Source: an optimization exercise on an open RTL-to-GDS flow (aim: small area). Production flows keep margins and buffers that such runs may drop.
The RTL was checked by simulation tests, not by an equivalence proof against the original design.
Power and IR drop assume default switching activity.

==> run M <==
==> flow/design.v <==
`default_nettype none
package fifo_net_pkg;
    localparam int DATA_W = 32;                      
    localparam int CTX_W  = 2;                       
    localparam int RESP_W = 22;                      
    localparam logic [7:0] HOST_MAGIC = 8'h77;       
    localparam logic [1:0] TYPE_LOOP  = 2'd2;
    localparam logic [1:0] TYPE_CMD   = 2'd3;
endpackage
`default_nettype wire
`timescale 1ns/10ps
`default_nettype none
module ctl_regs #(
    parameter int VERSION_MAJOR = 0,
    parameter int VERSION_MINOR = 0,
    parameter int DEVICE_ID     = 0
) (
    input  wire                                 clk,
    input  wire                                 rst,
    input  wire                                 i_cmd_valid,     
    input  wire [63:0]                          i_cmd,
    input  wire                                 i_resp_ready,    
    output logic                                o_resp_valid,
    output logic [fifo_net_pkg::RESP_W-1:0]     o_resp
);
    localparam logic [127:0] RW_INIT = 128'hefcd;
    logic [127:0] ro;
    logic [143:0] ro_ext;
    logic [127:0] rw;
    logic [15:0]  addr;
    logic [3:0]   o;
    logic         in_range;
    logic         rd_cmd;
    logic         wr_cmd;
    logic [15:0]  send_cnt;
    logic         cnt_fire;
    logic [15:0]  cnt_dec;
    logic [3:0]   os;                                    
    logic         bs;                                    
    logic [3:0]   ei;
    logic [7:0]   se;                                    
    logic [7:0]   so;                                    
    logic [7:0]   e_val;
    logic [7:0]   o_val;
    logic [15:0]  ro_rd;
    logic [15:0]  rd_data;
    logic [15:0]  lane_en;
    logic [15:0]  lane_de;
    logic [7:0]   v_par [2];
    logic [7:0]   m_par [2];
    logic [7:0]   m_de  [2];
    logic [127:0] de;
    logic [127:0] dv;
    always_comb begin
        ro        = '0;
        ro[15:0]  = 16'hab89;
        ro[63:32] = 32'd16;
        ro[71:64] = 8'(VERSION_MAJOR);
        ro[79:72] = 8'(VERSION_MINOR);
        ro[87:80] = 8'(DEVICE_ID);
    end
    assign ro_ext = {16'h0000, ro};
    assign addr     = i_cmd[31:16];
    assign o        = addr[3:0];
    assign in_range = (addr[13:4] == 10'd0);
    assign rd_cmd   = i_cmd_valid & i_cmd[12] & ~addr[14];
    assign wr_cmd   = i_cmd_valid & i_cmd[13] & ~addr[14] & addr[15] & in_range;
    assign send_cnt = rw[47:32];
    assign cnt_fire = ~i_cmd_valid & i_resp_ready & rw[17] & (send_cnt != 16'h0000);
    assign cnt_dec  = send_cnt - 16'd1;
    assign os = i_cmd_valid ? o : 4'd4;
    assign bs = i_cmd_valid ? addr[15] : 1'b1;
    assign ei = {1'b0, os[3:1]} + {3'b000, os[0]};
    always_comb begin
        e_val = '0;
        o_val = '0;
        for (int i = 0; i < 8; i++) begin
            se[i] = bs & (ei == 4'(i));
            so[i] = bs & (os[3:1] == 3'(i));
            e_val = e_val | (rw[16*i +: 8] & {8{se[i]}});
            o_val = o_val | (rw[16*i + 8 +: 8] & {8{so[i]}});
        end
    end
    assign ro_rd   = bs ? 16'h0000 : ro_ext[os*8 +: 16];
    assign rd_data = (os[0] ? {e_val, o_val} : {o_val, e_val}) | ro_rd;
    always_comb begin
        for (int b = 0; b < 16; b++) begin
            lane_en[b] = wr_cmd & ((o == 4'(b)) | ((b > 0) && (o == 4'(b - 1))));
            lane_de[b] = lane_en[b] | rst | ((b == 4 || b == 5) && cnt_fire);
        end
    end
    assign v_par[0] = o[0] ? i_cmd[63:56] : i_cmd[55:48];
    assign v_par[1] = o[0] ? i_cmd[55:48] : i_cmd[63:56];
    assign m_par[0] = o[0] ? i_cmd[47:40] : i_cmd[39:32];
    assign m_par[1] = o[0] ? i_cmd[39:32] : i_cmd[47:40];
    assign m_de[0]  = m_par[0] | {8{rst | cnt_fire}};
    assign m_de[1]  = m_par[1] | {8{rst | cnt_fire}};
    always_comb begin
        for (int j = 0; j < 128; j++) begin
            de[j] = lane_de[j / 8] & m_de[(j / 8) % 2][j % 8];
            dv[j] = rst ? RW_INIT[j] : v_par[(j / 8) % 2][j % 8];
            if (j >= 32 && j < 48) begin
                if (!rst && cnt_fire) dv[j] = cnt_dec[j - 32];
            end
        end
    end
    always_ff @(posedge clk) begin
        for (int j = 0; j < 128; j++) begin
            if (de[j]) rw[j] <= dv[j];
        end
    end
    always_ff @(posedge clk) begin
        if (rst) begin
            o_resp_valid <= 1'b0;
        end else begin
            o_resp_valid <= rd_cmd | cnt_fire | (o_resp_valid & ~i_resp_ready);
        end
    end
    always_ff @(posedge clk) begin
        if (i_resp_ready) begin
            if (!i_cmd_valid)   o_resp <= {1'b1, 1'b1, 4'he, rd_data};
            else if (in_range)  o_resp <= {1'b0, addr[15], o, rd_data};
            else                o_resp <= {1'b1, 1'b0, o, rd_data[15:11], addr[15], addr[13:4]};
        end
    end
endmodule
`default_nettype wire
`timescale 1ns/10ps
`default_nettype none
module rx_dispatch #(
    parameter int VERSION_MAJOR = 0,
    parameter int VERSION_MINOR = 0,
    parameter int DEVICE_ID     = 0
) (
    input  wire                                 clk,
    input  wire                                 rst,
    input  wire                                 i_rx_valid,
    input  wire [63:0]                          i_rx_data,
    output logic                                o_rx_ready,
    output logic                                o_loop_valid,
    input  wire                                 i_loop_ready,
    output logic                                o_cmd_valid,
    output logic [fifo_net_pkg::RESP_W-1:0]     o_cmd_data,
    input  wire                                 i_cmd_ready
);
    logic magic_ok;
    logic is_loop;
    logic is_cmd;
    assign magic_ok = (i_rx_data[7:0] == fifo_net_pkg::HOST_MAGIC);
    assign is_loop  = magic_ok & (i_rx_data[9:8] == fifo_net_pkg::TYPE_LOOP);
    assign is_cmd   = magic_ok & (i_rx_data[9:8] == fifo_net_pkg::TYPE_CMD);
    assign o_rx_ready   = is_loop ? i_loop_ready : (is_cmd ? i_cmd_ready : 1'b1);
    assign o_loop_valid = i_rx_valid & is_loop;
    ctl_regs #(
        .VERSION_MAJOR (VERSION_MAJOR),
        .VERSION_MINOR (VERSION_MINOR),
        .DEVICE_ID     (DEVICE_ID)
    ) u_ctl_regs (
        .clk          (clk),
        .rst          (rst),
        .i_cmd_valid  (i_rx_valid & is_cmd & i_cmd_ready),
        .i_cmd        (i_rx_data),
        .i_resp_ready (i_cmd_ready),
        .o_resp_valid (o_cmd_valid),
        .o_resp       (o_cmd_data)
    );
endmodule
`default_nettype wire
`timescale 1ns/10ps
`default_nettype none
module chan_fifo #(
    parameter int W = 34
) (
    input  wire            clk,
    input  wire            rst,
    input  wire            i_wr_valid,
    input  wire  [W-1:0]   i_wr_data,
    output logic           o_wr_ready,
    output logic           o_rd_valid,
    output logic [4*W-1:0] o_mem,            
    output logic [3:0]     o_head,           
    input  wire            i_rd_ready
);
    logic [3:0]   t;
    logic [W-1:0] mem [4];
    logic         push;
    logic         pop;
    assign o_wr_ready = ~t[3];
    assign o_rd_valid = t[0];
    assign o_head     = t & ~{1'b0, t[3:1]};
    for (genvar k = 0; k < 4; k++) begin : g_mem
        assign o_mem[k*W +: W] = mem[k];
    end
    assign push = i_wr_valid & o_wr_ready;
    assign pop  = o_rd_valid & i_rd_ready;
    always_ff @(posedge clk) begin
        if (push) begin
            mem[0] <= i_wr_data;
            mem[1] <= mem[0];
            mem[2] <= mem[1];
            mem[3] <= mem[2];
        end
    end
    always_ff @(posedge clk) begin
        if (rst) begin
            t <= 4'b0000;
        end else if (push & ~pop) begin
            t <= {t[2:0], 1'b1};
        end else if (pop & ~push) begin
            t <= {1'b0, t[3:1]};
        end
    end
endmodule
`default_nettype wire
`timescale 1ns/10ps
`default_nettype none
module tx_arbiter (
    input  wire                               clk,
    input  wire                               rst,
    input  wire                               i_loop_valid,
    input  wire [4*34-1:0]                    i_loop,          
    input  wire [3:0]                         i_loop_head,
    output logic                              o_loop_ready,
    input  wire                               i_cmd_valid,
    input  wire [4*fifo_net_pkg::RESP_W-1:0]  i_cmd,           
    input  wire [3:0]                         i_cmd_head,
    output logic                              o_cmd_ready,
    output logic                              o_tx_valid,
    input  wire                               i_tx_ready,
    output logic [31:0]                       o_tx_data,
    output logic [1:0]                        o_tx_tag,
    output logic [1:0]                        o_tx_ctx
);
    localparam int RW = fifo_net_pkg::RESP_W;
    logic        grant;                                  
    logic        grant_q;
    logic        stall_q;
    logic [3:0]  ls;                                     
    logic [3:0]  cs;                                     
    logic [3:0]  sd;                                     
    logic [3:0]  sa;                                     
    logic        cnt_sel;
    logic [33:0] lv;
    logic [31:0] cv;
    assign grant = stall_q ? grant_q : ~i_loop_valid;
    assign o_loop_ready = i_tx_ready & ~grant;
    assign o_cmd_ready  = i_tx_ready & grant;
    assign o_tx_valid   = grant ? i_cmd_valid : i_loop_valid;
    always_comb begin
        ls      = i_loop_head & {4{~grant}};
        cs      = i_cmd_head & {4{grant}};
        cnt_sel = 1'b0;
        for (int k = 0; k < 4; k++) begin
            sd[k]   = cs[k] & ~(i_cmd[k*RW + 21] & ~i_cmd[k*RW + 20]);
            sa[k]   = cs[k] & i_cmd[k*RW + 21];
            cnt_sel = cnt_sel | (cs[k] & i_cmd[k*RW + 21] & i_cmd[k*RW + 20]);
        end
        lv = '0;
        cv = '0;
        for (int k = 0; k < 4; k++) begin
            lv = lv | (i_loop[k*34 +: 34] & {34{ls[k]}});
            cv[15:0]  = cv[15:0]  | (i_cmd[k*RW +: 16] & {16{sd[k]}});
            cv[19:16] = cv[19:16] | (i_cmd[k*RW + 16 +: 4] & {4{cs[k]}});
            cv[29:20] = cv[29:20] | (i_cmd[k*RW +: 10] & {10{sa[k]}});
            cv[31]    = cv[31] | (i_cmd[k*RW + 20] & cs[k]) | (i_cmd[k*RW + 10] & sa[k]);
        end
        cv[29:20] = cv[29:20] | {10{cnt_sel}};
        cv[30]    = cnt_sel;
    end
    assign o_tx_data = lv[31:0] | cv;
    assign o_tx_ctx  = lv[33:32];
    assign o_tx_tag  = {1'b1, grant};
    always_ff @(posedge clk) begin
        if (rst) begin
            stall_q <= 1'b0;
            grant_q <= 1'b0;
        end else begin
            stall_q <= o_tx_valid & ~i_tx_ready;
            grant_q <= grant;
        end
    end
endmodule
`default_nettype wire
`timescale 1ns/10ps
`default_nettype none
module fifo_net_top #(
    parameter int FIFO_DEPTH    = 4,
    parameter int VERSION_MAJOR = 4,
    parameter int VERSION_MINOR = 14,
    parameter int DEVICE_ID     = 3
) (
    input  wire                                 clk,
    input  wire                                 rst,
    input  wire                                 i_rx_valid,
    output logic                                o_rx_ready,
    input  wire [63:0]                          i_rx_data,
    output logic                                o_tx_valid,
    input  wire                                 i_tx_ready,
    output logic [fifo_net_pkg::DATA_W-1:0]     o_tx_data,
    output logic [1:0]                          o_tx_tag,
    output logic [fifo_net_pkg::CTX_W-1:0]      o_tx_ctx
);
    localparam int RW = fifo_net_pkg::RESP_W;
    logic          loop_in_valid, loop_in_ready;
    logic          cmd_in_valid,  cmd_in_ready;
    logic [RW-1:0] cmd_in;
    logic          loop_valid, loop_ready;
    logic [4*34-1:0] loop_mem;
    logic [3:0]    loop_head;
    logic          cmd_valid,  cmd_ready;
    logic [4*RW-1:0] cmd_mem;
    logic [3:0]    cmd_head;
    rx_dispatch #(
        .VERSION_MAJOR (VERSION_MAJOR),
        .VERSION_MINOR (VERSION_MINOR),
        .DEVICE_ID     (DEVICE_ID)
    ) u_rx_dispatch (
        .clk          (clk),
        .rst          (rst),
        .i_rx_valid   (i_rx_valid),
        .i_rx_data    (i_rx_data),
        .o_rx_ready   (o_rx_ready),
        .o_loop_valid (loop_in_valid),
        .i_loop_ready (loop_in_ready),
        .o_cmd_valid  (cmd_in_valid),
        .o_cmd_data   (cmd_in),
        .i_cmd_ready  (cmd_in_ready)
    );
    chan_fifo #(.W(34)) u_loop_fifo (
        .clk        (clk),
        .rst        (rst),
        .i_wr_valid (loop_in_valid),
        .i_wr_data  ({i_rx_data[11:10], i_rx_data[63:32]}),
        .o_wr_ready (loop_in_ready),
        .o_rd_valid (loop_valid),
        .o_mem      (loop_mem),
        .o_head     (loop_head),
        .i_rd_ready (loop_ready)
    );
    chan_fifo #(.W(RW)) u_cmd_fifo (
        .clk        (clk),
        .rst        (rst),
        .i_wr_valid (cmd_in_valid),
        .i_wr_data  (cmd_in),
        .o_wr_ready (cmd_in_ready),
        .o_rd_valid (cmd_valid),
        .o_mem      (cmd_mem),
        .o_head     (cmd_head),
        .i_rd_ready (cmd_ready)
    );
    tx_arbiter u_tx_arbiter (
        .clk          (clk),
        .rst          (rst),
        .i_loop_valid (loop_valid),
        .i_loop       (loop_mem),
        .i_loop_head  (loop_head),
        .o_loop_ready (loop_ready),
        .i_cmd_valid  (cmd_valid),
        .i_cmd        (cmd_mem),
        .i_cmd_head   (cmd_head),
        .o_cmd_ready  (cmd_ready),
        .o_tx_valid   (o_tx_valid),
        .i_tx_ready   (i_tx_ready),
        .o_tx_data    (o_tx_data),
        .o_tx_tag     (o_tx_tag),
        .o_tx_ctx     (o_tx_ctx)
    );
endmodule
`default_nettype wire
==> flow/flow/run.sh <==
#!/bin/bash
# Standard ORFS layout with two changes: port buffers use the smallest buffer,
# and clock tree synthesis builds larger sink clusters without dummy loads.
set -euo pipefail
export BUFFER_PORTS_ARGS="-buffer_cell sky130_fd_sc_hd__buf_1"
export CTS_ARGS="-sink_clustering_enable -repair_clock_nets -dont_use_dummy_load -sink_clustering_size 16 -sink_clustering_max_diameter 80 -buf_list sky130_fd_sc_hd__clkbuf_8"
bash standard.sh > standard.log 2>&1
==> flow/standard.sh <==
#!/bin/bash
# synth_recipe.tcl (not shown) runs the flow's synth.tcl, then flattens the netlist and writes it again
# the make line also repeats each setting of config.mk as NAME=value (left out here)
make -C /OpenROAD-flow-scripts/flow DESIGN_CONFIG=/design/flow/config.mk WORK_HOME=/design/flow/orfs CLKGATE_MAP_FILE= SYNTH_SCRIPT=/design/flow/synth_recipe.tcl "${@:-finish}"
==> flow/config.mk <==
export PLATFORM = sky130hd
export DESIGN_NAME = fifo_net_top
export DESIGN_NICKNAME = fifo_net_top
export VERILOG_FILES = /design/flow/design.v
export SDC_FILE = /design/flow/constraint.sdc
export NUM_CORES = 4
export LEC_CHECK = 0
export CAP_MARGIN = 20
export CORE_MARGIN = 2
export CORE_UTILIZATION = 60
export SLEW_MARGIN = 20
==> flow/constraint.sdc <==
create_clock -name core_clock -period 6.0 [get_ports {clk}]
set_input_delay 1.2000 -clock core_clock [delete_from_list [all_inputs] [get_ports {clk}]]
set_output_delay 1.2000 -clock core_clock [all_outputs]
set_load 0.01 [all_outputs]
==> run F (differences from run M) <==
==> flow/design.v, changed modules only <==
module ctl_regs #(
    parameter int VERSION_MAJOR = 0,
    parameter int VERSION_MINOR = 0,
    parameter int DEVICE_ID     = 0
) (
    input  wire                                 clk,
    input  wire                                 rst,
    input  wire                                 i_cmd_valid,     
    input  wire [63:0]                          i_cmd,
    input  wire                                 i_resp_ready,    
    output logic                                o_resp_valid,
    output logic [fifo_net_pkg::RESP_W-1:0]     o_resp
);
    localparam logic [127:0] RW_INIT = 128'hefcd;
    localparam logic [127:0] RO      = {40'd0, 8'(DEVICE_ID), 8'(VERSION_MINOR), 8'(VERSION_MAJOR),
                                        32'd16, 16'h0000, 16'hab89};
    logic [127:0] rw;
    logic [15:0]  addr;
    logic [3:0]   o;
    logic         in_range;
    logic         rd_cmd;
    logic         wr_cmd;
    logic [15:0]  send_cnt;
    logic         cnt_fire;
    logic [15:0]  cnt_dec;
    logic [3:0]   os;                                    
    logic         bs;                                    
    logic [3:0]   ei;
    logic [7:0]   e_val;
    logic [7:0]   o_val;
    logic [7:0]   ed;                                    
    logic [7:0]   od;                                    
    logic [7:0]   e_ro;
    logic [7:0]   o_ro;
    logic [15:0]  rd_data;
    logic [15:0]  lane_en;
    logic [15:0]  lane_de;
    logic [7:0]   v_par [2];
    logic [7:0]   m_par [2];
    logic [7:0]   m_de  [2];
    logic [127:0] de;
    logic [127:0] dv;
    assign addr     = i_cmd[31:16];
    assign o        = addr[3:0];
    assign in_range = (addr[13:4] == 10'd0);
    assign rd_cmd   = i_cmd_valid & i_cmd[12] & ~addr[14];
    assign wr_cmd   = i_cmd_valid & i_cmd[13] & ~addr[14] & addr[15] & in_range;
    assign send_cnt = rw[47:32];
    assign cnt_fire = ~i_cmd_valid & i_resp_ready & rw[17] & (send_cnt != 16'h0000);
    assign cnt_dec  = send_cnt - 16'd1;
    assign os = i_cmd_valid ? o : 4'd4;
    assign bs = i_cmd_valid ? addr[15] : 1'b1;
    assign ei = {1'b0, os[3:1]} + {3'b000, os[0]};
    always_comb begin
        e_val = '0;
        o_val = '0;
        for (int i = 0; i < 8; i++) begin
            ed[i] = (ei == 4'(i));
            od[i] = (os[3:1] == 3'(i));
            e_val = e_val | (rw[16*i +: 8] & {8{bs & ed[i]}});
            o_val = o_val | (rw[16*i + 8 +: 8] & {8{bs & od[i]}});
        end
        e_ro = '0;
        o_ro = '0;
        for (int i = 0; i < 8; i++) begin
            e_ro = e_ro | (RO[16*i +: 8] & {8{~bs & ed[i]}});
            o_ro = o_ro | (RO[16*i + 8 +: 8] & {8{~bs & od[i]}});
        end
    end
    assign rd_data = os[0] ? {e_val | e_ro, o_val | o_ro} : {o_val | o_ro, e_val | e_ro};
    always_comb begin
        for (int b = 0; b < 16; b++) begin
            lane_en[b] = wr_cmd & ((b % 2 == 0) ? ed[b / 2] : od[b / 2]);
            lane_de[b] = lane_en[b] | rst | ((b == 4 || b == 5) && cnt_fire);
        end
    end
    assign v_par[0] = o[0] ? i_cmd[63:56] : i_cmd[55:48];
    assign v_par[1] = o[0] ? i_cmd[55:48] : i_cmd[63:56];
    assign m_par[0] = o[0] ? i_cmd[47:40] : i_cmd[39:32];
    assign m_par[1] = o[0] ? i_cmd[39:32] : i_cmd[47:40];
    assign m_de[0]  = m_par[0] | {8{rst | cnt_fire}};
    assign m_de[1]  = m_par[1] | {8{rst | cnt_fire}};
    always_comb begin
        for (int j = 0; j < 128; j++) begin
            de[j] = lane_de[j / 8] & m_de[(j / 8) % 2][j % 8];
            dv[j] = rst ? RW_INIT[j] : v_par[(j / 8) % 2][j % 8];
            if (j >= 32 && j < 48) begin
                if (!rst && cnt_fire) dv[j] = cnt_dec[j - 32];
            end
        end
    end
    always_ff @(posedge clk) begin
        for (int j = 0; j < 128; j++) begin
            if (de[j]) rw[j] <= dv[j];
        end
    end
    always_ff @(posedge clk) begin
        if (rst) begin
            o_resp_valid <= 1'b0;
        end else begin
            o_resp_valid <= rd_cmd | cnt_fire | (o_resp_valid & ~i_resp_ready);
        end
    end
    always_ff @(posedge clk) begin
        if (i_resp_ready) begin
            if (!i_cmd_valid)   o_resp <= {1'b1, 1'b1, 4'he, rd_data};
            else if (in_range)  o_resp <= {1'b0, addr[15], o, rd_data};
            else                o_resp <= {1'b1, 1'b0, o, rd_data[15:11], addr[15], addr[13:4]};
        end
    end
endmodule
==> flow/flow/run.sh (replaced) <==
#!/bin/bash
# The standard ORFS layout with three changes:
#  - the liberty mapping step of synthesis uses an area-oriented ABC script (flow/area.abc);
#    everything else in synthesis is the standard flow's own script, so the registers are the same
#  - port buffers use the smallest buffer
#  - clock tree synthesis builds larger sink clusters without dummy loads
# Every tool's output goes to logs under orfs/logs; make's own output to standard.log.
set -euo pipefail
here=$(pwd)
{
  cat <<EOF
proc abc {args} {
  set i [lsearch \$args -script]
  if {\$i >= 0} { lset args [expr {\$i + 1}] $here/flow/area.abc }
  yosys abc {*}\$args
}
EOF
  cat synth_recipe.tcl
} > area_synth.tcl
sed "s#SYNTH_SCRIPT=[^ ]*synth_recipe.tcl#SYNTH_SCRIPT=$here/area_synth.tcl#" standard.sh > area_standard.sh
grep -q "SYNTH_SCRIPT=$here/area_synth.tcl" area_standard.sh
export BUFFER_PORTS_ARGS="-buffer_cell sky130_fd_sc_hd__buf_1"
export CTS_ARGS="-sink_clustering_enable -repair_clock_nets -dont_use_dummy_load -sink_clustering_size 30 -sink_clustering_max_diameter 60 -buf_list sky130_fd_sc_hd__clkbuf_16"
bash area_standard.sh > standard.log 2>&1
==> flow/flow/area.abc (new file) <==
strash
&get -n
&deepsyn -T 30
&put
dc2
dch -f
amap -F 8 -A 20
- CORE_UTILIZATION: 60 -> 70
==> summary.txt <==
Outcome: run M no timing/DRC/antenna violations; run F no timing/DRC/antenna violations
Worst r2r dst: run M u_rx_dispatch.u_ctl_regs.rw[116]$_DFFE_PP_; run F u_rx_dispatch.u_ctl_regs.rw[93]$_DFFE_PP_
Post-route clock skew: run M 0.0684 ns; run F 0.0498 ns
Syn_area_per_cell: run M 12.9 um^2; run F 13.9 um^2
Std cell rows: run M 62; run F 54
Post-synthesis sequential area ratio: run M 66.2%; run F 73.7%
Area growth from synthesis to layout: run M 6.67%; run F 10.6%
# diodes: run M 0; run F 1
Most frequent cell on the critical path: run M sky130_fd_sc_hd__buf_4; run F sky130_fd_sc_hd__clkinv_1
Register-to-register path setup slack: run M 2.38 ns; run F 0.72 ns
Synthesized-area fraction occupied by ao, oa, aoi and oai cells: run M 12.5%; run F 13.1%
Switching share of total power: run M 24.0%; run F 25.2%
Path depth of the worst reg2reg path: run M 6; run F 16
Sum of routed wire length over all layers: run M 48600 um; run F 41800 um
Fraction of area in registers: run M 62.0%; run F 66.6%
Clock network fraction of total power: run M 25.6%; run F 28.6%
Final standard cell area without fillers: run M 18500 um^2; run F 17200 um^2

static timing again, ports no longer ideal:
No port has a modelled driver above. Below, the same layouts with a new extraction and two added sets of constraints. Step 1 sets driving cells, clkbuf_16 on the clock port and buf_2 on the other inputs (assumed; they add their load-dependent delay and slew). Step 2 times the ports against the registers' clock, not the clock port: input delays grow and output delays shrink by t, the midpoint of the rising clock arrivals with the driver on. Three values: ideal, step 1, step 2; two values: the first two.
run	t, ns	setup slack, ns	worst register clock-pin slew, ns	worst data-port slew with drivers (ns)
run M	0.631	1.231 / 1.184 / 1.630	0.11 / 0.11	0.06
run F	0.579	0.641 / 0.593 / 0.327	0.10 / 0.10	0.07
After both steps setup and hold are still met in every run listed. The setup slack of run F, which loses most, moves by -0.048 ns with the drivers and by -0.314 ns with both steps.
